This is an optimization exercise on Yosys and OpenROAD, whose aim is small area, not a production implementation. Function was checked by simulation only, so behaviour that the tests miss may differ from the original. Power figures rest on the tool's default switching activity, not on a simulated workload.

### run.sh
#!/bin/bash
# synth_recipe.tcl (not shown) runs the flow's synth.tcl, then flattens the netlist and writes it again
# the make line also repeats each setting of config.mk as NAME=value (left out here)
make -C /OpenROAD-flow-scripts/flow DESIGN_CONFIG=/design/flow/config.mk WORK_HOME=/design/flow/orfs CLKGATE_MAP_FILE= SYNTH_SCRIPT=/design/flow/synth_recipe.tcl finish
### config.mk
export PLATFORM = sky130hd
export DESIGN_NAME = gc_controller_param
export DESIGN_NICKNAME = gc_controller_param
export VERILOG_FILES = /design/flow/design.v
export SDC_FILE = /design/flow/constraint.sdc
export NUM_CORES = 4
export LEC_CHECK = 0
export ABC_AREA = 1
export CAP_MARGIN = 20
export CELL_PAD_IN_SITES_DETAIL_PLACEMENT = 1
export CELL_PAD_IN_SITES_GLOBAL_PLACEMENT = 2
export CORE_MARGIN = 2
export CORE_UTILIZATION = 55
export PLACE_DENSITY = 0.65
export SLEW_MARGIN = 20
### constraint.sdc
create_clock -name core_clock -period 10.0 [get_ports {CLK}]
set_input_delay 2.0000 -clock core_clock [delete_from_list [all_inputs] [get_ports {CLK}]]
set_output_delay 2.0000 -clock core_clock [all_outputs]
set_load 0.01 [all_outputs]
### design.v
module gc_controller_param #(
    parameter int BLK_W         = 8,
    parameter int PAGES_PER_BLK = 64,
    parameter int FREE_HIGH     = 8,
    parameter int FREE_LOW      = 2
) (
    input  logic             CLK,
    input  logic             nRST,
    input  logic             gc_ini,
    input  logic             gc_start,
    input  logic             invalid_flag,
    input  logic [BLK_W-1:0] invalid_blk_num,
    input  logic             new_active_request,
    input  logic             move_done_flag,
    output logic             gc_request,
    output logic             gc_interrupt,
    output logic             req_done,
    output logic [BLK_W-1:0] erase_blk_num,
    output logic [BLK_W-1:0] active_blk_num,
    output logic             move_flag,
    output logic [BLK_W:0]   free_cnt,
    output logic             busy
);
    localparam int NUM_BLK = 1 << BLK_W;
    localparam int PC_W    = $clog2(PAGES_PER_BLK + 1);
    localparam int Q_N     = FREE_HIGH;
    localparam int Q_W     = (Q_N > 1) ? $clog2(Q_N) : 1;
    localparam logic [PC_W-1:0]  PC_MAX      = PC_W'(PAGES_PER_BLK);
    localparam logic [BLK_W-1:0] LAST_IDX    = BLK_W'(NUM_BLK - 1);
    localparam logic [BLK_W-1:0] ONE_BLK     = BLK_W'(1);
    localparam logic [BLK_W:0]   ONE_FC      = (BLK_W + 1)'(1);
    localparam logic [BLK_W:0]   FREE_HIGH_C = (BLK_W + 1)'(FREE_HIGH);
    localparam logic [BLK_W:0]   FREE_LOW_C  = (BLK_W + 1)'(FREE_LOW);
    typedef enum logic [2:0] {
        ST_UNINIT = 3'd0,
        ST_INIT   = 3'd1,
        ST_IDLE   = 3'd2,
        ST_REQ    = 3'd3,
        ST_SCAN   = 3'd4,
        ST_MOVE   = 3'd5,
        ST_ERASE  = 3'd6,
        ST_DONE   = 3'd7
    } state_t;
    state_t           state_q, state_d;
    logic [BLK_W-1:0] idx_q, idx_d;
    logic [BLK_W:0]   free_cnt_q, free_cnt_d;
    logic [BLK_W-1:0] active_q, active_d;
    logic [BLK_W-1:0] erase_blk_q, erase_blk_d;
    logic [BLK_W-1:0] best_blk_q, best_blk_d;
    logic [PC_W-1:0]  best_cnt_q, best_cnt_d;
    logic             best_vld_q, best_vld_d;
    logic             iseg_q, iseg_d;
    logic [BLK_W-1:0] ihead_q, ihead_d;
    logic [BLK_W-1:0] qd_q [Q_N];
    logic [Q_N-1:0]   qv_q, qv_d;
    logic [Q_W-1:0]   qrd_q, qrd_d;
    logic [Q_W-1:0]   qwr_q, qwr_d;
    logic [PC_W-1:0]  inv_cnt_q [NUM_BLK];
    logic             live;
    logic             push_en;
    logic             pop_en;
    logic             inc_en;
    logic             clr_en;
    logic [PC_W-1:0]  scan_rd;
    logic             in_free;
    logic             cand;
    logic             take;
    logic             nb_vld;
    logic [PC_W-1:0]  nb_cnt;
    logic [BLK_W-1:0] nb_blk;
    assign live = (state_q != ST_UNINIT) && (state_q != ST_INIT);
    always_comb begin
        in_free = iseg_q && (idx_q >= ihead_q);
        for (int j = 0; j < Q_N; j++) begin
            if (qv_q[j] && (qd_q[j] == idx_q)) in_free = 1'b1;
        end
    end
    always_comb begin
        state_d     = state_q;
        idx_d       = idx_q;
        free_cnt_d  = free_cnt_q;
        active_d    = active_q;
        erase_blk_d = erase_blk_q;
        best_blk_d  = best_blk_q;
        best_cnt_d  = best_cnt_q;
        best_vld_d  = best_vld_q;
        iseg_d      = iseg_q;
        ihead_d     = ihead_q;
        qv_d        = qv_q;
        qrd_d       = qrd_q;
        qwr_d       = qwr_q;
        push_en = 1'b0;
        pop_en  = 1'b0;
        cand   = 1'b0;
        take   = 1'b0;
        nb_vld = best_vld_q;
        nb_cnt = best_cnt_q;
        nb_blk = best_blk_q;
        if (gc_ini) begin
            state_d    = ST_INIT;
            idx_d      = '0;
            free_cnt_d = '0;
            iseg_d     = 1'b1;
            ihead_d    = ONE_BLK;
            qv_d       = '0;
            qrd_d      = '0;
            qwr_d      = '0;
        end else begin
            case (state_q)
                ST_UNINIT: begin
                    state_d = ST_UNINIT;
                end
                ST_INIT: begin
                    if (idx_q != '0) begin
                        push_en = 1'b1;
                    end
                    idx_d = idx_q + ONE_BLK;
                    if (idx_q == LAST_IDX) begin
                        state_d  = ST_IDLE;
                        active_d = '0;
                    end
                end
                ST_IDLE: begin
                    if (free_cnt_q < FREE_HIGH_C) begin
                        state_d = ST_REQ;
                    end
                end
                ST_REQ: begin
                    if (gc_start) begin
                        state_d    = ST_SCAN;
                        idx_d      = '0;
                        best_vld_d = 1'b0;
                        best_cnt_d = '0;
                        best_blk_d = '0;
                    end else if (free_cnt_q >= FREE_HIGH_C) begin
                        state_d = ST_IDLE;
                    end
                end
                ST_SCAN: begin
                    cand = !in_free && (idx_q != active_q);
                    take = cand && (!best_vld_q || (scan_rd > best_cnt_q));
                    if (take) begin
                        nb_vld = 1'b1;
                        nb_cnt = scan_rd;
                        nb_blk = idx_q;
                    end
                    best_vld_d = nb_vld;
                    best_cnt_d = nb_cnt;
                    best_blk_d = nb_blk;
                    idx_d      = idx_q + ONE_BLK;
                    if (idx_q == LAST_IDX) begin
                        erase_blk_d = nb_blk;
                        idx_d       = nb_blk;
                        if (!nb_vld || (nb_cnt == '0)) begin
                            state_d = ST_DONE;
                        end else if (nb_cnt == PC_MAX) begin
                            state_d = ST_ERASE;
                        end else begin
                            state_d = ST_MOVE;
                        end
                    end
                end
                ST_MOVE: begin
                    if (move_done_flag) begin
                        state_d = ST_ERASE;
                    end
                end
                ST_ERASE: begin
                    push_en = 1'b1;
                    state_d = ST_DONE;
                end
                ST_DONE: begin
                    state_d = ST_IDLE;
                end
                default: begin
                    state_d = ST_UNINIT;
                end
            endcase
            if (live && new_active_request && (free_cnt_q != '0)) begin
                pop_en = 1'b1;
            end
            if (pop_en) begin
                if (iseg_q) begin
                    active_d = ihead_q;
                    ihead_d  = ihead_q + ONE_BLK;
                    if (ihead_q == LAST_IDX) iseg_d = 1'b0;
                end else begin
                    active_d     = qd_q[qrd_q];
                    qv_d[qrd_q]  = 1'b0;
                    qrd_d        = qrd_q + Q_W'(1);
                end
            end
            if (push_en && (state_q == ST_ERASE)) begin
                qv_d[qwr_q] = 1'b1;
                qwr_d       = qwr_q + Q_W'(1);
            end
            if (push_en && !pop_en) begin
                free_cnt_d = free_cnt_q + ONE_FC;
            end else if (pop_en && !push_en) begin
                free_cnt_d = free_cnt_q - ONE_FC;
            end
        end
    end
    always_ff @(posedge CLK) begin
        if (!nRST) begin
            state_q     <= ST_UNINIT;
            free_cnt_q  <= '0;
            active_q    <= '0;
            erase_blk_q <= '0;
        end else begin
            state_q     <= state_d;
            free_cnt_q  <= free_cnt_d;
            active_q    <= active_d;
            erase_blk_q <= erase_blk_d;
        end
    end
    always_ff @(posedge CLK) begin
        idx_q      <= idx_d;
        best_blk_q <= best_blk_d;
        best_cnt_q <= best_cnt_d;
        best_vld_q <= best_vld_d;
        iseg_q     <= iseg_d;
        ihead_q    <= ihead_d;
        qv_q       <= qv_d;
        qrd_q      <= qrd_d;
        qwr_q      <= qwr_d;
    end
    always_ff @(posedge CLK) begin
        if (!gc_ini && (state_q == ST_ERASE)) begin
            qd_q[qwr_q] <= erase_blk_q;
        end
    end
    localparam logic [15:0] FB_TT = 16'h8af5;
    function automatic logic [PC_W-1:0] cnt_next(input logic [PC_W-1:0] s);
        cnt_next = {s[PC_W-2:0], FB_TT[{s[6], s[4], s[2], s[0]}]};
    endfunction
    function automatic logic [PC_W-1:0] cnt_value(input logic [PC_W-1:0] s);
        logic [PC_W-1:0] r;
        case (s)
            7'd0: r = 7'd0;
            7'd1: r = 7'd1;
            7'd2: r = 7'd2;
            7'd4: r = 7'd24;
            7'd5: r = 7'd3;
            7'd7: r = 7'd56;
            7'd9: r = 7'd25;
            7'd10: r = 7'd4;
            7'd14: r = 7'd57;
            7'd15: r = 7'd46;
            7'd16: r = 7'd21;
            7'd18: r = 7'd26;
            7'd19: r = 7'd34;
            7'd20: r = 7'd29;
            7'd21: r = 7'd5;
            7'd23: r = 7'd13;
            7'd24: r = 7'd42;
            7'd28: r = 7'd37;
            7'd29: r = 7'd58;
            7'd30: r = 7'd47;
            7'd33: r = 7'd22;
            7'd36: r = 7'd32;
            7'd37: r = 7'd27;
            7'd39: r = 7'd35;
            7'd41: r = 7'd30;
            7'd43: r = 7'd6;
            7'd44: r = 7'd8;
            7'd47: r = 7'd14;
            7'd48: r = 7'd53;
            7'd49: r = 7'd43;
            7'd50: r = 7'd10;
            7'd57: r = 7'd38;
            7'd59: r = 7'd59;
            7'd60: r = 7'd16;
            7'd61: r = 7'd48;
            7'd63: r = 7'd63;
            7'd66: r = 7'd23;
            7'd67: r = 7'd55;
            7'd71: r = 7'd45;
            7'd72: r = 7'd20;
            7'd73: r = 7'd33;
            7'd74: r = 7'd28;
            7'd75: r = 7'd12;
            7'd76: r = 7'd41;
            7'd78: r = 7'd36;
            7'd82: r = 7'd31;
            7'd86: r = 7'd7;
            7'd88: r = 7'd52;
            7'd89: r = 7'd9;
            7'd94: r = 7'd15;
            7'd95: r = 7'd62;
            7'd97: r = 7'd54;
            7'd99: r = 7'd44;
            7'd100: r = 7'd19;
            7'd101: r = 7'd11;
            7'd102: r = 7'd40;
            7'd108: r = 7'd51;
            7'd111: r = 7'd61;
            7'd114: r = 7'd18;
            7'd115: r = 7'd39;
            7'd118: r = 7'd50;
            7'd119: r = 7'd60;
            7'd121: r = 7'd17;
            7'd123: r = 7'd49;
            7'd127: r = 7'd64;
            default: r = '0;
        endcase
        cnt_value = r;
    endfunction
    logic [NUM_BLK-1:0] sel_idx;
    logic [NUM_BLK-1:0] sel_inc;
    logic [PC_W-1:0]    scan_st;
    assign inc_en = live && invalid_flag &&
                    !((state_q == ST_ERASE) && (invalid_blk_num == idx_q));
    assign clr_en = (state_q == ST_INIT) || (state_q == ST_ERASE);
    always_comb begin
        scan_st = '0;
        for (int i = 0; i < NUM_BLK; i++) begin
            sel_idx[i] = (idx_q == BLK_W'(i));
            sel_inc[i] = inc_en && (invalid_blk_num == BLK_W'(i));
            scan_st    = scan_st | ({PC_W{sel_idx[i]}} & inv_cnt_q[i]);
        end
    end
    assign scan_rd = cnt_value(scan_st);
    for (genvar i = 0; i < NUM_BLK; i++) begin : g_cnt
        logic hold;
        assign hold = !(sel_inc[i] || (clr_en && sel_idx[i]));
        always_ff @(posedge CLK) begin
            inv_cnt_q[i] <= ({PC_W{sel_inc[i]}} & cnt_next(inv_cnt_q[i])) |
                            ({PC_W{hold}} & inv_cnt_q[i]);
        end
    end
    assign gc_request     = (state_q == ST_REQ);
    assign gc_interrupt   = (state_q == ST_REQ) && (free_cnt_q <= FREE_LOW_C);
    assign req_done       = (state_q == ST_DONE);
    assign move_flag      = (state_q == ST_MOVE);
    assign busy           = (state_q == ST_INIT) || (state_q == ST_SCAN) ||
                            (state_q == ST_MOVE) || (state_q == ST_ERASE) ||
                            (state_q == ST_DONE);
    assign erase_blk_num  = erase_blk_q;
    assign active_blk_num = active_q;
    assign free_cnt       = free_cnt_q;
endmodule
==> results of run 1 <==
[logic make-up after synthesis]
| kind of cell | after synthesis | share of synthesized area (%) |
|---|---|---|
| AND/OR/NAND/NOR | 5588 | 25.8 |
| AO/OA/AOI/OAI | 2497 | 17.7 |
| buffers and inverters | 2461 | 10.7 |
| flip-flops | 1934 | 44.8 |
| adder cells (fa/ha/maj) | 42 | 0.605 |
| XOR/XNOR | 40 | 0.397 |
| multiplexers | 6 | 0.0681 |
[cells in the mapped netlist, types with 5 or more instances]
cell type,count
nand2_1,3420
inv_1,2199
dfxtp_1,1854
o22ai_1,1513
nor2_1,1118
nand3_1,452
a21oi_1,346
nor3_1,290
o21ai_0,258
nand4_1,225
o32ai_1,225
clkbuf_1,156
edfxtp_1,80
buf_2,57
o21ai_1,53
ha_1,41
nor2_2,28
xor2_1,26
o311ai_0,19
buf_4,17
nand2_2,14
xnor2_1,14
a211oi_1,13
a221oi_1,13
nor4_1,12
buf_1,11
inv_2,11
o211ai_1,11
a31oi_1,10
a32o_1,10
clkinv_1,7
nand3_2,7
mux2i_1,6
nor2_4,6
o2111ai_1,6
or2_2,6
a22o_1,5
==> flow_summary.toml, run 1 <==
[synthesis]
yosysTopAreaCell = "dfxtp_1"
syn_nets = 12625
synth.distinct_cells = 53
syn_area_per_cell_um2 = 7.01
asyncSetResetFlopFracSynth_pct = 0
synthTopCellsByArea = "dfxtp_1 (42%), nand2_1 (15%), o22ai_1 (11%), inv_1 (9.4%), nor2_1 (4.8%)"
synth-edff-count = 80
synthCells = 12568
synth_top_area_share_pct = 42.1
synth_warnings = 2
yosysSeqAreaShare_pct = 44.8
synth_ff_type = "dfxtp_1"
yosys_register_bits = 1934
syn-cell-area_mm2 = 0.0882

[floorplan]
start_util_pct = 55.5
fp.dieW_um = 404
rows = 146
die_h_um = 404

[status]
failing_step = "3_1_place_gp_skip_io"
status = "stopped before the end"
stop_error = "[ERROR GPL-0301] Utilization 110.795 % exceeds 100%."
==> run 2: changes to the inputs <==
--- a/design.v
+++ b/design.v
@@ -53,3 +53,3 @@
     logic [BLK_W-1:0] ihead_q, ihead_d;
-    logic [BLK_W-1:0] qd_q [Q_N];
+    logic [Q_N-1:0][BLK_W-1:0] qd_q;
     logic [Q_N-1:0]   qv_q, qv_d;
@@ -232,5 +232,5 @@
     end
-    localparam logic [15:0] FB_TT = 16'h8af5;
+    localparam logic [15:0] FB_TT = 16'h2a55;
     function automatic logic [PC_W-1:0] cnt_next(input logic [PC_W-1:0] s);
-        cnt_next = {s[PC_W-2:0], FB_TT[{s[6], s[4], s[2], s[0]}]};
+        cnt_next = {s[PC_W-2:0], FB_TT[{s[6], s[2], s[1], s[0]}]};
     endfunction
@@ -242,64 +242,79 @@
             7'd2: r = 7'd2;
-            7'd4: r = 7'd24;
+            7'd4: r = 7'd40;
             7'd5: r = 7'd3;
-            7'd7: r = 7'd56;
-            7'd9: r = 7'd25;
+            7'd7: r = 7'd64;
+            7'd8: r = 7'd19;
+            7'd9: r = 7'd41;
             7'd10: r = 7'd4;
-            7'd14: r = 7'd57;
-            7'd15: r = 7'd46;
-            7'd16: r = 7'd21;
-            7'd18: r = 7'd26;
-            7'd19: r = 7'd34;
-            7'd20: r = 7'd29;
+            7'd11: r = 7'd23;
+            7'd14: r = 7'd64;
+            7'd16: r = 7'd37;
+            7'd17: r = 7'd20;
+            7'd18: r = 7'd42;
+            7'd19: r = 7'd50;
+            7'd20: r = 7'd45;
             7'd21: r = 7'd5;
-            7'd23: r = 7'd13;
-            7'd24: r = 7'd42;
-            7'd28: r = 7'd37;
-            7'd29: r = 7'd58;
-            7'd30: r = 7'd47;
-            7'd33: r = 7'd22;
-            7'd36: r = 7'd32;
-            7'd37: r = 7'd27;
-            7'd39: r = 7'd35;
-            7'd41: r = 7'd30;
-            7'd43: r = 7'd6;
-            7'd44: r = 7'd8;
-            7'd47: r = 7'd14;
-            7'd48: r = 7'd53;
-            7'd49: r = 7'd43;
-            7'd50: r = 7'd10;
-            7'd57: r = 7'd38;
-            7'd59: r = 7'd59;
-            7'd60: r = 7'd16;
-            7'd61: r = 7'd48;
-            7'd63: r = 7'd63;
-            7'd66: r = 7'd23;
-            7'd67: r = 7'd55;
-            7'd71: r = 7'd45;
-            7'd72: r = 7'd20;
-            7'd73: r = 7'd33;
-            7'd74: r = 7'd28;
-            7'd75: r = 7'd12;
-            7'd76: r = 7'd41;
-            7'd78: r = 7'd36;
-            7'd82: r = 7'd31;
-            7'd86: r = 7'd7;
-            7'd88: r = 7'd52;
-            7'd89: r = 7'd9;
-            7'd94: r = 7'd15;
-            7'd95: r = 7'd62;
-            7'd97: r = 7'd54;
-            7'd99: r = 7'd44;
-            7'd100: r = 7'd19;
-            7'd101: r = 7'd11;
-            7'd102: r = 7'd40;
-            7'd108: r = 7'd51;
-            7'd111: r = 7'd61;
-            7'd114: r = 7'd18;
-            7'd115: r = 7'd39;
-            7'd118: r = 7'd50;
-            7'd119: r = 7'd60;
-            7'd121: r = 7'd17;
-            7'd123: r = 7'd49;
-            7'd127: r = 7'd64;
+            7'd22: r = 7'd24;
+            7'd24: r = 7'd15;
+            7'd27: r = 7'd53;
+            7'd28: r = 7'd32;
+            7'd29: r = 7'd64;
+            7'd33: r = 7'd38;
+            7'd34: r = 7'd21;
+            7'd36: r = 7'd48;
+            7'd37: r = 7'd43;
+            7'd38: r = 7'd51;
+            7'd39: r = 7'd30;
+            7'd41: r = 7'd46;
+            7'd42: r = 7'd6;
+            7'd43: r = 7'd8;
+            7'd44: r = 7'd10;
+            7'd45: r = 7'd25;
+            7'd46: r = 7'd64;
+            7'd48: r = 7'd64;
+            7'd49: r = 7'd16;
+            7'd51: r = 7'd12;
+            7'd52: r = 7'd27;
+            7'd54: r = 7'd54;
+            7'd55: r = 7'd57;
+            7'd56: r = 7'd60;
+            7'd57: r = 7'd33;
+            7'd58: r = 7'd64;
+            7'd59: r = 7'd64;
+            7'd66: r = 7'd39;
+            7'd67: r = 7'd64;
+            7'd68: r = 7'd18;
+            7'd69: r = 7'd22;
+            7'd71: r = 7'd63;
+            7'd72: r = 7'd36;
+            7'd73: r = 7'd49;
+            7'd74: r = 7'd44;
+            7'd76: r = 7'd14;
+            7'd77: r = 7'd52;
+            7'd78: r = 7'd31;
+            7'd82: r = 7'd47;
+            7'd83: r = 7'd29;
+            7'd85: r = 7'd7;
+            7'd86: r = 7'd9;
+            7'd87: r = 7'd64;
+            7'd88: r = 7'd64;
+            7'd89: r = 7'd11;
+            7'd90: r = 7'd26;
+            7'd91: r = 7'd56;
+            7'd92: r = 7'd59;
+            7'd93: r = 7'd64;
+            7'd97: r = 7'd64;
+            7'd98: r = 7'd17;
+            7'd99: r = 7'd62;
+            7'd100: r = 7'd35;
+            7'd102: r = 7'd13;
+            7'd105: r = 7'd28;
+            7'd107: r = 7'd64;
+            7'd108: r = 7'd64;
+            7'd109: r = 7'd55;
+            7'd110: r = 7'd58;
+            7'd113: r = 7'd61;
+            7'd114: r = 7'd34;
+            7'd117: r = 7'd64;
+            7'd118: r = 7'd64;
             default: r = '0;
==> flow/run.sh (new file) <==
#!/bin/bash
# Own layout flow: the standard flow, except that
#  - synthesis maps the logic with an area-oriented ABC script (flow/area.abc)
#    in place of ORFS's; everything else in synthesis is synth_recipe.tcl
#    unchanged, so registers keep the standard names and cells;
#  - clock tree synthesis adds no dummy loads.
# Each tool's output goes to a log file in the work folder.
set -euo pipefail
W=$PWD
FL=$W/flow
ORFS=$W/orfs

cat > "$W/own_synth.tcl" <<EOF
proc abc {args} {
  set i [lsearch -exact \$args -script]
  if {\$i >= 0} { lset args [expr {\$i + 1}] $FL/area.abc }
  yosys abc {*}\$args
}
source $W/synth_recipe.tcl
EOF

make -C "$FLOW_HOME" DESIGN_CONFIG="$W/config.mk" WORK_HOME="$ORFS" CLKGATE_MAP_FILE= \
  SYNTH_SCRIPT="$W/own_synth.tcl" synth > "$W/own_synth.log" 2>&1

export CTS_ARGS="-sink_clustering_enable -repair_clock_nets -dont_use_dummy_load"
bash "$W/standard.sh" > "$W/own_layout.log" 2>&1
==> flow/area.abc (new file) <==
strash; &get -n; &dch -f; &nf -R 1000; &put
==> standard.sh (new file) <==
#!/bin/bash
# synth_recipe.tcl (not shown) runs the flow's synth.tcl, then flattens the netlist and writes it again
# the make line also repeats each setting of config.mk as NAME=value (left out here)
make -C /OpenROAD-flow-scripts/flow DESIGN_CONFIG=/design/flow/config.mk WORK_HOME=/design/flow/orfs CLKGATE_MAP_FILE= SYNTH_SCRIPT=/design/flow/synth_recipe.tcl "${@:-finish}"
--- a/config.mk
+++ b/config.mk
@@ -9,7 +9,7 @@
 export CAP_MARGIN = 20
-export CELL_PAD_IN_SITES_DETAIL_PLACEMENT = 1
-export CELL_PAD_IN_SITES_GLOBAL_PLACEMENT = 2
+export CELL_PAD_IN_SITES_DETAIL_PLACEMENT = 0
+export CELL_PAD_IN_SITES_GLOBAL_PLACEMENT = 0
 export CORE_MARGIN = 2
-export CORE_UTILIZATION = 55
-export PLACE_DENSITY = 0.65
+export CORE_UTILIZATION = 50
+export PLACE_DENSITY = 0.62
 export SLEW_MARGIN = 20
removed: run.sh
==> run 2 against run 1 <==
  * The layout now fails its checks (setup timing)
  * Synthesized cell count decreased by 42%
  * Area after synthesis decreased by 12%
==> flow_summary.toml, run 2 <==
[placed_design]
dp_hpwl_mm = 193
gp_congestion = 0.944
io_buffers = 44
pre_cts_ws_ns = -30.24

[clock_network]
holdBufCountCts = 0
clk_path_buf_depth = 3
cts.sinks = 1931
cts_tree = "done"
cts_buffers = 199
clock_latency_ns = 0.82
clkTransAtPathRegs_ns = 0.06
h-tree-depth = 4
cts_root_buffer = "clkbuf_16"

[floorplan]
io_pins = 45
start_util_pct = 50.2
core_area_mm2 = 0.154
fp.dieW_um = 397
rows = 144
die_h_um = 397
dieArea_mm2 = 0.158

[power_and_ir_drop]
total_power_mw = 15.1
leakage_nw = 41.1
powerDensity_mw_per_mm2 = 149
vdd_drop_max_mv = 0.176

[layout]
layout_commonest_cell = "buf_4"
regMostFlops = "inv_cnt_q"
layout.nets = 9624
synthToLayoutAreaGrowth_pct = 31.4
fin_util_pct = 66.0
reg_top3 = "inv_cnt_q x1792, qd_q x64, free_cnt_q x9"
drive_gt1_share_pct = 24.9
largest_reg_flops = 1792
final_cell_mix = "buf_4 (2039), dfxtp_1 (1843), a22o_1 (1817), a221o_1 (845), nor2_1 (670)"

[critical_path]
crit_path_end_kind = "register"
cp_data_arrival_time_ns = 41.06
slowest_delay_ns = 0.38
path_max_fanout = 5
cp_data_required_time_ns = 10.67
worstSetupStartpointType = "register"
critical_path_class = "reg2reg"
crit_slowest_cell = "dfxtp_4"
crit_top_cell = "a221o_1"

[sta]
grt_setup_unrepaired = "true"
finalSetupViolCount = 33
skew_ns = 0.0859
fin_crit_sh_pct = 404
setup_slack_ns = -30.39
tns_ns = -994.31
worstMarginPinSlew_ns = 1.12
drv_slew = 0
fmax_mhz = 24.8
hold_viol = 0
slew_headroom_pct = 25.3
fin_hold_ws_ns = 0.466
timing.final.crit_period_ns = 40.39

[synthesis]
yosysSeqAreaShare_pct = 51.0
synth_ff_type = "dfxtp_1"
synth_warnings = 2
synth_top_area_share_pct = 47.9
synth_commonest_cells = "dfxtp_1 (1851), a22o_1 (1817), a221o_1 (845)"
synthCells = 7248
synthTopCellsByArea = "dfxtp_1 (48%), a22o_1 (21%), a221o_1 (11%), nor2_1 (3.3%), edfxtp_1 (3.1%)"
yosysTopAreaCell = "dfxtp_1"
syn_nets = 7313
asyncSetResetFlopFracSynth_pct = 0
syn_area_per_cell_um2 = 10.7
syn-cell-area_mm2 = 0.0773
yosys_register_bits = 1931
yosysMostFrequentCell = "dfxtp_1"
synth-edff-count = 80
synth.distinct_cells = 55

[hold_path]
hp-class = "reg2reg"

[grt]
grt.busiest_layer = "met2"
grt_max_degree = 65
grt.total_usage_pct = 33.7
first_global_vias = 70522
overflow = 0
met2_usage_pct = 52.0
met3_usage_pct = 6.63
antenna_found_initial = 18
globalRouteMet1Util_pct = 45.8
grt_pass1_wl_mm = 415

[status]
status = "finished with violations"
failed_checks = "setup timing"

[route]
antenna_left = 0
via_count = 74488
drtPass1Iterations = 6
drc = 0
wl_mm = 277
drt_iter0_markers = 7671
post_drt_wl_per_cell_um = 23.8
vias_per_cell = 6.42

[run]
drv_cap = 0
## run 2: layer usage
layer | up-vias | part of all wire (%)
met5 | - | 0.025
met4 | 12 | 4.7
met3 | 665 | 8.5
met2 | 3124 | 44
met1 | 36222 | 43
li1 | 34465 | -
## run 2: what timing repair did
| item | CTS | global route |
|---|---|---|
| pin swaps | 38 | 22 |
| gates cloned | 1 | 0 |
| setup endpoints to repair | 33 | 33 |
| buffers inserted | 16 | 7 |
| resized for setup | 57 | 30 |
## run 2: critical path, delay by kind of cell, from the launching register on
family                   cells  cell delay [ns]
multiplexers                 2             0.41
AO/OA/AOI/OAI              132            36.69
AND/OR/NAND/NOR             16             1.38
flip-flops                   1             0.38
adder cells (fa/ha/maj)      2             0.50
buffers and inverters        7             0.88
## run 2: through the flow
stage               area, um^2  std cells
finish                  102000      11610
CTS                     101000      11594
global route            102000      11603
global placement         96100      11380
detailed placement       96100      11382
floorplan                77500       7248
## run 2: cell families (layout without fill, tap and decap cells)
| logic type | Yosys count | count (layout) | share of synthesized area, % |
|---|---|---|---|
| AOI/OAI and AO/OA | 3474 | 3474 | 37.2 |
| xor gates and xnor gates | 97 | 97 | 1.10 |
| adders and majority gates | 50 | 50 | 0.819 |
| buffers and inverters | 39 | 2347 | 0.189 |
| DFF | 1931 | 1931 | 51.0 |
| muxes | 39 | 39 | 0.777 |
| other | 0 | 9 | 0 |
| and+or+nand+nor | 1618 | 1619 | 8.89 |
## run 2: area by class of cell
class	instances	area, um^2
tap	2044	2560
multi-input combinational	5279	38200
fill	12454	52300
inverter	39	170
clock buffer	199	4980
antenna	9	22.5
sequential	1931	39500
timing repair buffer	2109	16100
## run 2: path summary, 6_finish.rpt
check             cells past startpoint  slack, ns                   endpoint                       from
setup / recovery                    159     -30.39    state_q[1]$_SDFFE_PP0P_      idx_q[1]$_SDFFE_PP0P_
hold / removal                        1       0.47  inv_cnt_q[254][4]$_DFF_P_  inv_cnt_q[254][3]$_DFF_P_
setup reg to reg                    159     -30.39    state_q[1]$_SDFFE_PP0P_      idx_q[1]$_SDFFE_PP0P_
hold reg to reg                       1       0.47  inv_cnt_q[254][4]$_DFF_P_  inv_cnt_q[254][3]$_DFF_P_
## run 2: where the power goes
part | internal [mW] | switching, mW
Combinational | 0.350 | 0.626
Sequential | 7.81 | 0.0680
Clock | 3.46 | 2.82
Total | 11.6 | 3.51
==> run 3: changes to the inputs <==
--- a/design.v
+++ b/design.v
@@ -329,4 +329,4 @@
     assign clr_en = (state_q == ST_INIT) || (state_q == ST_ERASE);
+    logic [PC_W-1:0][NUM_BLK-1:0] scan_terms;
     always_comb begin
-        scan_st = '0;
         for (int i = 0; i < NUM_BLK; i++) begin
@@ -334,3 +334,8 @@
             sel_inc[i] = inc_en && (invalid_blk_num == BLK_W'(i));
-            scan_st    = scan_st | ({PC_W{sel_idx[i]}} & inv_cnt_q[i]);
+            for (int b = 0; b < PC_W; b++) begin
+                scan_terms[b][i] = sel_idx[i] && inv_cnt_q[i][b];
+            end
+        end
+        for (int b = 0; b < PC_W; b++) begin
+            scan_st[b] = |scan_terms[b];
         end
--- a/flow/run.sh
+++ b/flow/run.sh
@@ -5,3 +5,4 @@
 #    unchanged, so registers keep the standard names and cells;
-#  - clock tree synthesis adds no dummy loads.
+#  - clock tree synthesis adds no dummy loads and uses small clock buffers
+#    in small clusters.
 # Each tool's output goes to a log file in the work folder.
@@ -24,3 +25,3 @@
 
-export CTS_ARGS="-sink_clustering_enable -repair_clock_nets -dont_use_dummy_load"
+export CTS_ARGS="-sink_clustering_enable -repair_clock_nets -dont_use_dummy_load -buf_list sky130_fd_sc_hd__clkbuf_4 -sink_clustering_size 8 -sink_clustering_max_diameter 30"
 bash "$W/standard.sh" > "$W/own_layout.log" 2>&1
==> flow/area.abc (replaced) <==
strash; &get -n; &dch -f; &nf -R 1000; &put; topo; stime -c; buffer -c; upsize -c; dnsize -c
--- a/config.mk
+++ b/config.mk
@@ -7,4 +7,3 @@
 export LEC_CHECK = 0
-export ABC_AREA = 1
-export CAP_MARGIN = 20
+export CAP_MARGIN = 10
 export CELL_PAD_IN_SITES_DETAIL_PLACEMENT = 0
@@ -13,3 +12,4 @@
 export CORE_UTILIZATION = 50
+export GPL_TIMING_DRIVEN = 0
 export PLACE_DENSITY = 0.62
-export SLEW_MARGIN = 20
+export SLEW_MARGIN = 10
==> run 3 against run 2 <==
  * Fails layout checks on capacitance limit
  * Critical path depth shrank 127
  * Register-to-register slack gained 31 ns
  * Synthesized cell count grew 13%
  * Die area grew 1.3%
  * Utilization shrank 11 points
  * Cell count shrank 7.4%
  * Worst hold slack lost 0.063 ns
  * Wire length grew 5.8%
  * Critical endpoint is now idx_q[3]$_SDFFE_PP0P_
==> flow_summary.toml, run 3 <==
[synthesis]
yosysSeqAreaShare_pct = 50.4
synth-edff-count = 80
yosysMostFrequentCell = "dfxtp_1"
yosys_register_bits = 1931
synth.distinct_cells = 71
yosysTopAreaCell = "dfxtp_1"
syn-cell-area_mm2 = 0.0783
syn_area_per_cell_um2 = 9.56
synth_ff_type = "dfxtp_1"
synthCells = 8188
synth_warnings = 2
syn_nets = 8252
synth_commonest_cells = "dfxtp_1 (1851), a22o_1 (1605), nand2_1 (1326)"
synth_top_area_share_pct = 47.3
asyncSetResetFlopFracSynth_pct = 0
synthTopCellsByArea = "dfxtp_1 (47%), a22o_1 (18%), a22oi_1 (6.6%), nand2_1 (6.4%), edfxtp_1 (3.1%)"

[hold_path]
hp-class = "reg2reg"
worstHoldStart = "inv_cnt_q[184][5]$_DFF_P_"

[layout]
synthToLayoutAreaGrowth_pct = 8.93
drive_gt1_share_pct = 7.33
largest_reg_flops = 1792
regMostFlops = "inv_cnt_q"
layout.nets = 8740
n_fill_cell = 14227
fin_cells = 10751
reg_top3 = "inv_cnt_q x1792, qd_q x64, free_cnt_q x9"
layout_commonest_cell = "dfxtp_1"
final_cell_mix = "dfxtp_1 (1851), a22o_1 (1605), nand2_1 (1314), a22oi_1 (682), nor2_1 (607)"

[critical_path]
slowest_delay_ns = 0.90
rr_startpoint = "idx_q[1]$_SDFFE_PP0P_"
cp_data_arrival_time_ns = 11.06
crit_top_cell = "a21oi_1"
path_max_fanout = 10
cp_data_required_time_ns = 11.31
critical_path_class = "reg2reg"
crit_path_end_kind = "register"
startpoint = "idx_q[1]$_SDFFE_PP0P_"
worstSetupStartpointType = "register"
crit_slowest_cell = "nor4_1"

[route]
wl_mm = 293
via_count = 72472
drtPass1Iterations = 8
vias_per_cell = 6.74
post_drt_wl_per_cell_um = 27.2
drc = 0
drt_iter0_markers = 10195
antenna_left = 0

[clock_network]
cts.sinks = 1931
clkTransAtPathRegs_ns = 0.07
clock_latency_ns = 1.55
cts_root_buffer = "clkbuf_4"
cts_tree = "done"
h-tree-depth = 5
clk_path_buf_depth = 4
cts_buffers = 428
cts_setup_buffers = 0

[status]
failed_checks = "capacitance limit"
status = "finished with violations"

[run]
drv_cap = 1

[sta]
skew_ns = 0.143
timing.final.crit_period_ns = 9.75
setup_slack_ns = 0.254
drv_slew = 2
grt_setup_unrepaired = "false"
hold_viol = 0
worstMarginPinSlew_ns = 1.51
fin_crit_sh_pct = 97.5
fmax_mhz = 103
fin_hold_ws_ns = 0.403
tns_ns = 0
slew_headroom_pct = -1.50
finalSetupViolCount = 0

[power_and_ir_drop]
swShare_pct = 25.0
pwr-share-clk_pct = 36.9
p_sw_mw = 3.25
pwr-share-comb_pct = 3.5
power_frac_seq_pct = 59.6
powerDensity_mw_per_mm2 = 153
leakage_nw = 30.9
p_int_mw = 9.79
vdd_drop_max_mv = 0.150

[grt]
overflow = 0
grt_max_degree = 33
grt_pass1_wl_mm = 420
first_global_vias = 64152
globalRouteMet1Util_pct = 48.2
grt.total_usage_pct = 35.2
met3_usage_pct = 8.57
grt.busiest_layer = "met2"
antenna_found_initial = 34
met2_usage_pct = 51.1

[floorplan]
dieArea_mm2 = 0.160
rows = 145
io_pins = 45
die_h_um = 400
fp.dieW_um = 400
start_util_pct = 50.2
core_area_mm2 = 0.156

[placed_design]
gp_congestion = 0.993
pre_cts_ws_ns = -1.25
place_inst = 10304
io_buffers = 39
dp_hpwl_mm = 205
run 3: cell count changes after synthesis, moves of 19 or more:
cell,delta
clkinv_1,-39
a22oi_1,+671
inv_1,+32
o21ai_0,-19
a221o_1,-844
clkbuf_1,+95
nand4_1,+152
nand2_1,+880
a22o_1,-212
buf_2,+39
nor2_1,-78
a221oi_1,+75
nand3_1,+54
nor4_1,+42
run 3: cell type report:
type / count / area [um^2] / area share, %
sequential: 1931 / 39500 / 46.3
clock buffer: 428 / 3210 / 3.77
tap: 2058 / 2570 / 3.02
timing repair buffer: 59 / 732 / 0.858
multi-input combinational: 6062 / 38300 / 44.9
buffer: 159 / 790 / 0.926
antenna: 19 / 47.5 / 0.0558
inverter: 35 / 131 / 0.154
run 3: logic make-up (layout without fill, tap and decap cells):
family / Yosys count / after routing / share of synthesized area (%)
AO/OA/AOI/OAI: 3180 / 3180 / 31.0
XOR/XNOR: 98 / 98 / 1.10
adder cells (fa/ha/maj): 49 / 49 / 0.793
buffers and inverters: 195 / 681 / 1.08
flip-flops: 1931 / 1931 / 50.4
multiplexers: 42 / 42 / 0.812
other: 0 / 19 / 0
AND/OR/NAND/NOR: 2693 / 2693 / 14.8
run 3: final timing paths:
kind	to	slack [ns]	cells after the start
max reg2reg	idx_q[3]$_SDFFE_PP0P_	0.25	32
min	inv_cnt_q[184][6]$_DFF_P_	0.40	2
max	idx_q[3]$_SDFFE_PP0P_	0.25	32
min reg2reg	inv_cnt_q[184][6]$_DFF_P_	0.40	2
run 3: through the flow:
| stage | utilization (%) | area, um^2 | power (mW) |
|---|---|---|---|
| after global routing | 54.7 | 85200 | 13.4 |
| after global placement | 52.1 | 81200 | 8.37 |
| after CTS | 54.6 | 85000 | 13.1 |
| after floorplan | - | 78300 | 8.14 |
| after detailed placement | 52.4 | 81700 | 8.38 |
| final | 54.7 | 85300 | 13.0 |
run 3: timing repair:
action / CTS / global route
gates resized for setup: 29 / 31
gates cloned: 0 / 0
setup endpoints to repair: 33 / 25
hold buffers: 0 / 0
pin swaps: 0 / 0
run 3: per-layer routing:
metal / wire length (um) / share of wire, %
met5: 126 / 0.043
met4: 16300 / 5.6
met3: 30300 / 10
met2: 123000 / 42
met1: 123000 / 42
run 3: power by group through the flow:
stage                     Clock (mW)  Sequential (mW)  Combinational [mW]
final                           4.81             7.77               0.461
after global routing            5.21             7.77               0.466
after CTS                       4.85             7.77               0.440
after detailed placement           0             7.95               0.435
after global placement             0             7.95               0.423
after floorplan                    0             7.94               0.198
run 3: worst max-delay path: cells and delay by family (launching register included):
kind	cells	cell delay (ns)
and+or+nand+nor	10	3.81
muxes	1	0.14
DFF	1	0.40
adders and majority gates	2	0.65
buffers and inverters	6	2.08
AOI/OAI and AO/OA	13	2.50
==> run 4: changes to the inputs <==
--- a/config.mk
+++ b/config.mk
@@ -7,3 +7,3 @@
 export LEC_CHECK = 0
-export CAP_MARGIN = 10
+export CAP_MARGIN = 20
 export CELL_PAD_IN_SITES_DETAIL_PLACEMENT = 0
@@ -14,2 +14,3 @@
 export PLACE_DENSITY = 0.62
-export SLEW_MARGIN = 10
+export SETUP_SLACK_MARGIN = 0.2
+export SLEW_MARGIN = 20
==> run 4 against run 3 <==
  * The run now finishes clean
  * Power increased by 0.29%
  * Design area up 0.64%
  * Wire length increased by 0.12%
  * Critical endpoint unchanged
  * Clock skew fell by 0.035 ns
  * Highest routed layer unchanged
  * Flip-flop and latch count stayed put
  * Sequential share of layout area fell by 0.29 points
  * Worst setup slack better by 0.079 ns
  * Count of clock-buffer cells in the layout increased by 8
  * Combinational power increased by 6.3%
==> flow_summary.toml, run 4 <==
[floorplan]
start_util_pct = 50.2
fp.dieW_um = 400
dieArea_mm2 = 0.160
die_h_um = 400
rows = 145
core_area_mm2 = 0.156
io_pins = 45

[grt]
grt.total_usage_pct = 35.4
overflow = 0
first_global_vias = 64358
antenna_found_initial = 27
grt_pass1_wl_mm = 422
grt_max_degree = 29

[route]
drtPass1Iterations = 8
via_count = 72485
drc = 0
wl_mm = 293
drt_iter0_markers = 9538
antenna_left = 0
vias_per_cell = 6.72
post_drt_wl_per_cell_um = 27.2

[layout]
drive_gt1_share_pct = 7.76
layout_commonest_cell = "dfxtp_1"
reg_top3 = "inv_cnt_q x1792, qd_q x64, free_cnt_q x9"
largest_reg_flops = 1792
multi_input_area_mm2 = 0.0383
synthToLayoutAreaGrowth_pct = 9.63
regArea_mm2 = 0.0395
final_cell_mix = "dfxtp_1 (1851), a22o_1 (1605), nand2_1 (1310), a22oi_1 (683), nor2_1 (607)"
n_fill_cell = 14249
layout.nets = 8767
regMostFlops = "inv_cnt_q"

[clock_network]
clock_latency_ns = 1.39
clkTransAtPathRegs_ns = 0.09
cts_tree = "done"
clk_path_buf_depth = 4
holdBufCountCts = 0
cts_root_buffer = "clkbuf_4"
cts_buffers = 436
cts.sinks = 1931
cts_setup_buffers = 0
h-tree-depth = 5

[power_and_ir_drop]
total_power_mw = 13.1
leakage_nw = 31.1
powerDensity_mw_per_mm2 = 152
vdd_drop_max_mv = 0.114

[critical_path]
cp_data_arrival_time_ns = 10.95
path_max_fanout = 10
critical_path_class = "reg2reg"
worstSetupStartpointType = "register"
crit_slowest_cell = "nor4_1"
cp_data_required_time_ns = 11.28
slowest_delay_ns = 1.11
rr_startpoint = "idx_q[1]$_SDFFE_PP0P_"
startpoint = "idx_q[1]$_SDFFE_PP0P_"
crit_path_end_kind = "register"

[synthesis]
synth.distinct_cells = 71
synth_top_area_share_pct = 47.3
yosysMostFrequentCell = "dfxtp_1"
synth-edff-count = 80
synth_ff_type = "dfxtp_1"
synth_warnings = 2
yosysTopAreaCell = "dfxtp_1"
yosys_register_bits = 1931
syn-cell-area_mm2 = 0.0783
synthCells = 8188
asyncSetResetFlopFracSynth_pct = 0
synthTopCellsByArea = "dfxtp_1 (47%), a22o_1 (18%), a22oi_1 (6.6%), nand2_1 (6.4%), edfxtp_1 (3.1%)"
synth_commonest_cells = "dfxtp_1 (1851), a22o_1 (1605), nand2_1 (1326)"
yosysSeqAreaShare_pct = 50.4
syn_nets = 8252
syn_area_per_cell_um2 = 9.56

[sta]
drv_slew = 0
fin_hold_ws_ns = 0.419
finalSetupViolCount = 0
worstMarginPinSlew_ns = 1.34
fin_crit_sh_pct = 96.7
hold_viol = 0
skew_ns = 0.108
fmax_mhz = 103
slew_headroom_pct = 10.0
grt_setup_unrepaired = "false"
timing.final.crit_period_ns = 9.67

[placed_design]
dp_hpwl_mm = 208
gp_congestion = 0.993
io_buffers = 39

[hold_path]
hp-class = "reg2reg"
worstHoldStart = "inv_cnt_q[184][5]$_DFF_P_"

[run]
drv_cap = 0

[status]
status = "no timing/DRC/antenna violations"
-- run 4: cells by family (layout without fill, tap and decap cells) --
logic type | count (synthesis) | after routing | synth area share, %
adders and majority gates | 49 | 49 | 0.793
AOI/OAI and AO/OA | 3180 | 3180 | 31.0
muxes | 42 | 42 | 0.812
DFF | 1931 | 1931 | 50.4
buffers and inverters | 195 | 708 | 1.08
and+or+nand+nor | 2693 | 2693 | 14.8
xor gates and xnor gates | 98 | 98 | 1.10
other | 0 | 32 | 0
-- run 4: where the power goes --
part / internal, mW / leakage [nW] / switching (mW) / total (mW)
logic: 0.126 / 13.5 / 0.365 / 0.490
registers: 7.75 / 15.6 / 0.0222 / 7.77
clock network: 1.97 / 2.01 / 2.85 / 4.82
total: 9.85 / 31.1 / 3.23 / 13.1
-- run 4: path summary, 6_finish.rpt --
check | endpoint | cells after the start | slack, ns
worst max-delay path | idx_q[3]$_SDFFE_PP0P_ | 34 | 0.33
worst min-delay path | inv_cnt_q[184][6]$_DFF_P_ | 2 | 0.42
worst max register to register | idx_q[3]$_SDFFE_PP0P_ | 34 | 0.33
worst min register to register | inv_cnt_q[184][6]$_DFF_P_ | 2 | 0.42
-- run 4: worst max-delay path: cells and delay by family (launching register included) --
family | cells | cell delay [ns]
and+or+nand+nor | 13 | 3.92
buffers and inverters | 7 | 2.28
AOI/OAI and AO/OA | 10 | 1.88
adders and majority gates | 2 | 0.65
muxes | 2 | 0.40
DFF | 1 | 0.39
-- run 4: layout make-up --
class	instances	area share (%)
Clock buffer	436	3.81
Inverter	35	0.153
Buffer	159	0.916
Timing Repair Buffer	78	1.38
Antenna cell	32	0.0933
Multi-Input combinational cell	6062	44.7
Tap cell	2058	3.00
Sequential cell	1931	46.0
-- run 4: per-stage QoR --
stage / std cells / setup slack (ns) / setup TNS [ns] / instance area [um^2] / utilization (%)
6_report: 10791 / 0.334 / 0 / 85800 / 55.1
5_1_grt: 10770 / 0.296 / 0 / 85800 / 55.0
4_1_cts: 10759 / 0.205 / 0 / 85600 / 55.0
3_5_place_dp: 10324 / -1.10 / -22.42 / 82200 / 52.8
3_3_place_gp: 10285 / -1.61 / -38.66 / 81200 / 52.1
2_1_floorplan: 8188 / 3.45 / 0 / 78300 / -
-- run 4: timing repair --
item                                    in CTS  in global routing
resized for setup                           33                 19
endpoints found under the setup margin      33                 25
pin swaps                                    0                  1
-- run 4: layer usage --
metal / vias up / wire [um] / share of wire, % / track usage, %
met5: - / 55 / 0.019 / 0
met4: 10 / 14800 / 5.0 / 17.8
met3: 725 / 30500 / 10 / 8.67
met2: 3863 / 124000 / 42 / 51.7
met1: 35154 / 123000 / 42 / 48.5
li1: 32733 / - / - / -
==> run 5: changes to the inputs <==
==> run.sh (new file) <==
#!/bin/bash
# synth_recipe.tcl (not shown) runs the flow's synth.tcl, then flattens the netlist and writes it again
# the make line also repeats each setting of config.mk as NAME=value (left out here)
make -C /OpenROAD-flow-scripts/flow DESIGN_CONFIG=/design/flow/config.mk WORK_HOME=/design/flow/orfs CLKGATE_MAP_FILE= SYNTH_SCRIPT=/design/flow/synth_recipe.tcl finish
--- a/config.mk
+++ b/config.mk
@@ -7,2 +7,3 @@
 export LEC_CHECK = 0
+export ABC_AREA = 1
 export CAP_MARGIN = 20
@@ -12,5 +13,6 @@
 export CORE_UTILIZATION = 50
-export GPL_TIMING_DRIVEN = 0
+export CTS_BUF_LIST = sky130_fd_sc_hd__clkbuf_4
+export CTS_CLUSTER_DIAMETER = 30
+export CTS_CLUSTER_SIZE = 8
 export PLACE_DENSITY = 0.62
-export SETUP_SLACK_MARGIN = 0.2
 export SLEW_MARGIN = 20
removed: flow/run.sh
removed: flow/area.abc
removed: standard.sh
==> run 5 against run 4 <==
  * Global-route usage is 4.0 points higher
  * Clock skew about the same
  * Largest power group is now the clock network
  * Critical path depth increased by 3
  * Worst hold slack gained 0.0068 ns
  * Still clean
  * Non-clock buffer count fell by 79
  * Cell count up 46%
  * Fmax rose by 12%
==> flow_summary.toml, run 5 <==
[sta]
setup_slack_ns = 1.39
grt_setup_unrepaired = "false"
timing.final.crit_period_ns = 8.61
fin_hold_ws_ns = 0.426
slew_headroom_pct = 15.4
hold_viol = 0
fin_crit_sh_pct = 86.1
tns_ns = 0
skew_ns = 0.109
finalSetupViolCount = 0
drv_slew = 0
fmax_mhz = 116
worstMarginPinSlew_ns = 1.27

[power_and_ir_drop]
vdd_drop_max_mv = 0.127
powerDensity_mw_per_mm2 = 166
leakage_nw = 39.8

[synthesis]
syn_area_per_cell_um2 = 6.99
synth.distinct_cells = 47
yosysMostFrequentCell = "nand2_1"
yosysSeqAreaShare_pct = 44.5
synth_commonest_cells = "nand2_1 (2691), inv_1 (2448), dfxtp_1 (1851)"
asyncSetResetFlopFracSynth_pct = 0
yosys_register_bits = 1931
synth_warnings = 2
synthTopCellsByArea = "dfxtp_1 (42%), o22ai_1 (12%), nand2_1 (11%), inv_1 (10%), nor2_1 (6.1%)"
synthCells = 12677
syn_nets = 12741
synth_ff_type = "dfxtp_1"
synth-edff-count = 80
syn-cell-area_mm2 = 0.0887
synth_top_area_share_pct = 41.8
yosysTopAreaCell = "dfxtp_1"

[clock_network]
clk_path_buf_depth = 4
cts_buffers = 449
clkTransAtPathRegs_ns = 0.08
holdBufCountCts = 0
cts-resized-gates = 0
cts.sinks = 1931
cts_setup_buffers = 0
cts_tree = "done"
h-tree-depth = 5
cts_root_buffer = "clkbuf_4"
clock_latency_ns = 1.53

[route]
drc = 0
post_drt_wl_per_cell_um = 23.4
vias_per_cell = 5.84
drt_iter0_markers = 11356
drtPass1Iterations = 6
wl_mm = 370
via_count = 92232
antenna_left = 0

[layout]
reg_top3 = "inv_cnt_q x1792, qd_q x64, free_cnt_q x9"
regArea_mm2 = 0.0395
layout.nets = 13122
final_cell_mix = "nand2_1 (2686), inv_1 (2442), dfxtp_1 (1851), o22ai_1 (1769), nor2_1 (1416)"
layout_commonest_cell = "nand2_1"
multi_input_area_mm2 = 0.0392
drive_gt1_share_pct = 7.13
regMostFlops = "inv_cnt_q"
fin_cells = 15780
n_fill_cell = 17472
synthToLayoutAreaGrowth_pct = 12.1
fin_util_pct = 56.4
largest_reg_flops = 1792

[floorplan]
io_pins = 45
rows = 154
dieArea_mm2 = 0.181
start_util_pct = 50.3
fp.dieW_um = 425
core_area_mm2 = 0.176
die_h_um = 425

[placed_design]
dp_hpwl_mm = 268
place_inst = 14947
io_buffers = 44
gp_congestion = 1.06
pre_cts_ws_ns = 1.14

[grt]
overflow = 0
grt_pass1_wl_mm = 533
first_global_vias = 84730
antenna_found_initial = 23
grt.total_usage_pct = 39.4
grt_max_degree = 95

[critical_path]
cp_data_required_time_ns = 11.37
critical_path_class = "reg2reg"
worstSetupStartpointType = "register"
cp_data_arrival_time_ns = 9.98
path_max_fanout = 33
slowest_delay_ns = 0.79
crit_slowest_cell = "dfxtp_1"
crit_path_end_kind = "register"
crit_top_cell = "nand2_1"

[run]
drv_cap = 0

[status]
status = "no timing/DRC/antenna violations"

[hold_path]
hp-class = "reg2reg"
run 5: cell count changes after synthesis, moves of 277 or more:
cell,change
nand2_1,+1365
inv_1,+2416
nand3_1,+277
a22o_1,-1597
o22ai_1,+1761
nor2_1,+842
a22oi_1,-678
run 5: cell families after synthesis:
logic type               count (synthesis)  share of synthesized area [%]
XOR/XNOR                                31                          0.306
buffers and inverters                 2698                           11.6
flip-flops                            1931                           44.5
AO/OA/AOI/OAI                         2998                           20.5
AND/OR/NAND/NOR                       4970                           22.5
adder cells (fa/ha/maj)                 49                          0.700
run 5: layer usage:
metal	up-vias	wire, um	global-route usage [%]
met5	-	66	0
li1	43239	-	-
met4	10	25300	24.6
met1	42978	148000	51.3
met3	1065	40400	9.09
met2	4940	156000	59.0
run 5: through the flow:
step / power (mW) / area, um^2
floorplan: 8.32 / 88700
global placement: 8.63 / 92200
detailed placement: 8.64 / 92200
CTS: 16.5 / 99300
global route: 16.9 / 99400
finish: 16.5 / 99400
run 5: critical path, delay by kind of cell, from the launching register on:
family	cells	cell delay [ns]
AOI/OAI and AO/OA	9	1.02
adders and majority gates	2	0.74
buffers and inverters	4	1.88
DFF	1	0.79
and+or+nand+nor	22	4.00
run 5: final cells by class:
| cell class | instances | share of cell area, % |
|---|---|---|
| Antenna cell | 24 | 0.0604 |
| Clock buffer | 510 | 3.85 |
| Clock inverter | 299 | 3.33 |
| Inverter | 2470 | 9.34 |
| Multi-Input combinational cell | 8048 | 39.4 |
| Sequential cell | 1931 | 39.7 |
| Tap cell | 2340 | 2.95 |
| Timing Repair Buffer | 158 | 1.38 |
run 5: worst paths after layout:
path,start,depth (start not counted),end,slack [ns]
setup / recovery,idx_q[1]$_SDFFE_PP0P_,37,state_q[0]$_SDFFE_PN0P_,1.39
setup reg to reg,idx_q[1]$_SDFFE_PP0P_,37,state_q[0]$_SDFFE_PN0P_,1.39
hold / removal,inv_cnt_q[155][2]$_DFF_P_,2,inv_cnt_q[155][3]$_DFF_P_,0.43
hold reg to reg,inv_cnt_q[155][2]$_DFF_P_,2,inv_cnt_q[155][3]$_DFF_P_,0.43
run 5: where the power goes:
| group | leakage, nW | switching [mW] | total [mW] | internal, mW |
|---|---|---|---|---|
| Clock | 3.87 | 3.63 | 7.97 | 4.34 |
| Sequential | 15.6 | 0.0459 | 7.83 | 7.78 |
| Combinational | 20.3 | 0.514 | 0.663 | 0.148 |
| Total | 39.8 | 4.19 | 16.5 | 12.3 |

==> static timing again, ports no longer ideal <==
The flow's constraints put no driver on any port. The routed layouts listed below were extracted and timed again, unchanged, in two steps. Step 1, drivers: a clkbuf_16 drives CLK and a buf_2 each remaining input, both assumed. Step 2 moves the port delays by t, midway between the first and last clock arrival at a register: inputs arrive t later, outputs are due t later. That takes back most of the time a late clock gives input paths. Slacks: ideal ports / drivers / drivers and shift; pairs: ideal ports / drivers.
run | t, ns | setup slack, ns | worst setup path at the end
run 2 | 0.861 | -30.389 / -30.389 / -30.389 | register to register
run 3 | 1.538 | 0.254 / 0.254 / 0.254 | register to register
run 4 | 1.446 | 0.334 / 0.334 / 0.334 | register to register
run 5 | 1.571 | 1.388 / 1.388 / 1.388 | register to register
